From an optimization exercise on the open Yosys and OpenROAD flow, aimed at small area, a short achievable clock period and few clock cycles; shortcuts taken in it are not production practice.

Setup of job 3250:
==> module lf_next, before the edit <==
module lf_next (
  input  logic body,
  input  logic b,
  input  logic at_start,
  input  logic tvalid,
  input  logic tready,
  input  logic tlast,
  input  logic esc,
  output logic body_d,
  output logic b_d
);
  logic rv;
  assign rv = tready && tvalid;
  assign body_d = (at_start && rv) || (body && !(rv && tlast && !esc));
  assign b_d    = body ? (b ? !(rv && esc) : rv) : (b ? !tready : rv);
endmodule
==> module link_framer_top, before the edit <==
module link_framer_top (
  input  logic       aclk,
  input  logic       aresetn,
  input  logic       in_tvalid,
  output logic       in_tready,
  input  logic [7:0] in_tdata,
  input  logic       in_tlast,
  output logic       out_tvalid,
  input  logic       out_tready,
  output logic [7:0] out_tdata,
  output logic       out_tlast
);
  logic body;
  logic b;
  logic body_d;
  logic b_d;
  logic fresh;
  logic at_stop;
  logic at_start;
  lf_and2   u_fresh (.a(body), .b(b), .y(fresh));
  lf_nor2b  u_stop  (.a(body), .bn(b), .y(at_stop));
  lf_nor2   u_start (.a(body), .b(b), .y(at_start));
  logic hi_n;      
  logic esc1_n;    
  logic esc0_n;    
  logic keep1_n;   
  logic keep0_n;   
  logic esc;       
  logic go_n;      
  lf_nand4  u_hi    (.a(in_tdata[6]), .b(in_tdata[5]), .c(in_tdata[4]), .d(in_tdata[3]), .y(hi_n));
  lf_nand4b u_esc1  (.an(in_tdata[7]), .b(in_tdata[2]), .c(in_tdata[0]), .d(fresh), .y(esc1_n));
  lf_nand4b u_esc0  (.an(in_tdata[7]), .b(in_tdata[2]), .c(in_tdata[1]), .d(fresh), .y(esc0_n));
  lf_a21oi  u_keep1 (.a1(body), .a2(in_tdata[1]), .b1(at_stop), .y(keep1_n));
  lf_a21oi  u_keep0 (.a1(body), .a2(in_tdata[0]), .b1(at_start), .y(keep0_n));
  lf_o21ai  u_out1  (.a1(hi_n), .a2(esc1_n), .b1(keep1_n), .y(out_tdata[1]));
  lf_o21ai  u_out0  (.a1(hi_n), .a2(esc0_n), .b1(keep0_n), .y(out_tdata[0]));
  lf_a21oi  u_esc   (.a1(esc1_n), .a2(esc0_n), .b1(hi_n), .y(esc));
  lf_nand2  u_go    (.a(out_tready), .b(body), .y(go_n));
  lf_nor2   u_rdy   (.a(go_n), .b(esc), .y(in_tready));
  lf_and2   u_out7  (.a(body), .b(in_tdata[7]), .y(out_tdata[7]));
  for (genvar k = 2; k < 7; k++) begin : g_hi
    lf_or2b u_outk  (.a(in_tdata[k]), .bn(body), .y(out_tdata[k]));
  end
  lf_or2    u_valid (.a(in_tvalid), .b(at_stop), .y(out_tvalid));
  assign out_tlast = at_stop;
  lf_next u_next (
    .body     (body),
    .b        (b),
    .at_start (at_start),
    .tvalid   (in_tvalid),
    .tready   (out_tready),
    .tlast    (in_tlast),
    .esc      (esc),
    .body_d   (body_d),
    .b_d      (b_d)
  );
  always_ff @(posedge aclk or negedge aresetn) begin
    if (!aresetn) begin
      body <= 1'b0;
      b    <= 1'b0;
    end else begin
      body <= body_d;
      b    <= b_d;
    end
  end
endmodule
export LEC_CHECK = 0
export CAP_MARGIN = 20
export CORE_AREA = 3 3 61 61
export CTS_BUF_LIST = sky130_fd_sc_hd__clkbuf_1
export DIE_AREA = 0 0 64 64
export SLEW_MARGIN = 20
export SYNTH_HIERARCHICAL = 1
export SYNTH_MINIMUM_KEEP_SIZE = 0
create_clock -name core_clock -period 4.5 [get_ports {aclk}]
standard.sh (not shown) runs the stock make flow with config.mk's settings and CLKGATE_MAP_FILE= SYNTH_SCRIPT=/design/flow/synth_recipe.tcl, a recipe that flattens the netlist after the stock synthesis.
==> flow/flow/run.sh <==
#!/bin/bash
# The standard layout (the standard.sh) with extra ORFS settings:
# BUFFER_PORTS_ARGS="-buffer_cell sky130_fd_sc_hd__buf_1" ABC_LOAD_IN_FF=3
# make's full output goes to standard.log; each ORFS step keeps its own log under orfs/logs.
set -euo pipefail
bash standard.sh BUFFER_PORTS_ARGS="-buffer_cell sky130_fd_sc_hd__buf_1" ABC_LOAD_IN_FF=3 finish > standard.log 2>&1
#### Input delta (job 274 over job 3250)
--- a/flow/design.v
+++ b/flow/design.v
@@ -31,8 +31,20 @@
 endmodule
 module lf_nand4b (input logic an, b, c, d, output logic y);
   assign y = !(!an && b && c && d);
 endmodule
+module lf_nand3 (input logic a, b, c, output logic y);
+  assign y = !(a && b && c);
+endmodule
+module lf_nor3 (input logic a, b, c, output logic y);
+  assign y = !(a || b || c);
+endmodule
+module lf_o31ai (input logic a1, a2, a3, b1, output logic y);
+  assign y = !((a1 || a2 || a3) && b1);
+endmodule
+module lf_o211ai (input logic a1, a2, b1, c1, output logic y);
+  assign y = !((a1 || a2) && b1 && c1);
+endmodule
 module lf_a21oi (input logic a1, a2, b1, output logic y);
   assign y = !((a1 && a2) || b1);
 endmodule
 module lf_o21ai (input logic a1, a2, b1, output logic y);
@@ -44,14 +56,18 @@
   input  logic at_start,
   input  logic tvalid,
   input  logic tready,
   input  logic tlast,
-  input  logic esc,
+  input  logic hi_n,
+  input  logic lo_n,
+  input  logic d7,
   output logic body_d,
   output logic b_d
 );
   logic rv;
-  assign rv = tready && tvalid;
+  logic esc;
+  assign rv  = tready && tvalid;
+  assign esc = !(hi_n || lo_n || d7);
   assign body_d = (at_start && rv) || (body && !(rv && tlast && !esc));
   assign b_d    = body ? (b ? !(rv && esc) : rv) : (b ? !tready : rv);
 endmodule
 module link_framer_top (
@@ -78,20 +94,22 @@
   lf_nor2   u_start (.a(body), .b(b), .y(at_start));
   logic hi_n;      
   logic esc1_n;    
   logic esc0_n;    
+  logic lo_n;      
   logic keep1_n;   
   logic keep0_n;   
   logic esc;       
   logic go_n;      
   lf_nand4  u_hi    (.a(in_tdata[6]), .b(in_tdata[5]), .c(in_tdata[4]), .d(in_tdata[3]), .y(hi_n));
-  lf_nand4b u_esc1  (.an(in_tdata[7]), .b(in_tdata[2]), .c(in_tdata[0]), .d(fresh), .y(esc1_n));
-  lf_nand4b u_esc0  (.an(in_tdata[7]), .b(in_tdata[2]), .c(in_tdata[1]), .d(fresh), .y(esc0_n));
+  lf_nand3  u_esc1  (.a(in_tdata[2]), .b(in_tdata[0]), .c(fresh), .y(esc1_n));
+  lf_nand3  u_esc0  (.a(in_tdata[2]), .b(in_tdata[1]), .c(fresh), .y(esc0_n));
+  lf_o211ai u_lo    (.a1(in_tdata[1]), .a2(in_tdata[0]), .b1(in_tdata[2]), .c1(fresh), .y(lo_n));
   lf_a21oi  u_keep1 (.a1(body), .a2(in_tdata[1]), .b1(at_stop), .y(keep1_n));
   lf_a21oi  u_keep0 (.a1(body), .a2(in_tdata[0]), .b1(at_start), .y(keep0_n));
-  lf_o21ai  u_out1  (.a1(hi_n), .a2(esc1_n), .b1(keep1_n), .y(out_tdata[1]));
-  lf_o21ai  u_out0  (.a1(hi_n), .a2(esc0_n), .b1(keep0_n), .y(out_tdata[0]));
-  lf_a21oi  u_esc   (.a1(esc1_n), .a2(esc0_n), .b1(hi_n), .y(esc));
+  lf_o31ai  u_out1  (.a1(hi_n), .a2(in_tdata[7]), .a3(esc1_n), .b1(keep1_n), .y(out_tdata[1]));
+  lf_o31ai  u_out0  (.a1(hi_n), .a2(in_tdata[7]), .a3(esc0_n), .b1(keep0_n), .y(out_tdata[0]));
+  lf_nor3   u_esc   (.a(hi_n), .b(lo_n), .c(in_tdata[7]), .y(esc));
   lf_nand2  u_go    (.a(out_tready), .b(body), .y(go_n));
   lf_nor2   u_rdy   (.a(go_n), .b(esc), .y(in_tready));
   lf_and2   u_out7  (.a(body), .b(in_tdata[7]), .y(out_tdata[7]));
   for (genvar k = 2; k < 7; k++) begin : g_hi
@@ -105,9 +123,11 @@
     .at_start (at_start),
     .tvalid   (in_tvalid),
     .tready   (out_tready),
     .tlast    (in_tlast),
-    .esc      (esc),
+    .hi_n     (hi_n),
+    .lo_n     (lo_n),
+    .d7       (in_tdata[7]),
     .body_d   (body_d),
     .b_d      (b_d)
   );
   always_ff @(posedge aclk or negedge aresetn) begin
Notes after the runs:
[job 274] utilization rose 0.24 points relative to job 3250. Relative to job 3250, critical path data arrival time decreased by 0.08 ns in job 274. Changes observed in job 274 relative to job 3250: net count of the mapped netlist higher; number of flops mapped to enable cells by yosys roughly the same; post-route clock period utilization lower; worst clock skew on the final layout roughly the same. Setup slack, job 274 and job 3250: larger value in job 274. Between job 274 and job 3250, it is job 274 whose minimum period implied by the final worst setup slack is lower, by 0.081 ns. Comparing met1 wire length for job 274 and job 3250, the smaller number came from job 274.
No run of this note included a check of the RTL's function; only the layout flow was run.

separate check: timing with driven ports:
Ports are ideal in the flow. The routed layouts listed here were re-timed in OpenROAD.
Step 1: set_driving_cell puts a clkbuf_16 on aclk and a buf_2 on each other input, an assumption about the parent block.
Step 2 moves the port delays by t, midway between the first and last clock arrival at a register: inputs arrive t later, outputs are due t later. That takes back most of the time a late clock gives input paths.
a / b / c = no drivers / after step 1 / after step 2; a / b = the first two.
run | t, ns | setup WS [ns] | worst setup path after step 2 | clock arrival spread, ns
job 3250 | 0.214 | 1.896 / 1.875 / 1.875 | input to output | 0.000 / 0.000
job 274 | 0.214 | 1.977 / 1.953 / 1.953 | input to output | 0.003 / 0.003
After both steps setup and hold are still met in every run listed. The setup slack of job 274, which loses most, moves by -0.024 ns with the drivers and by -0.024 ns with both steps.
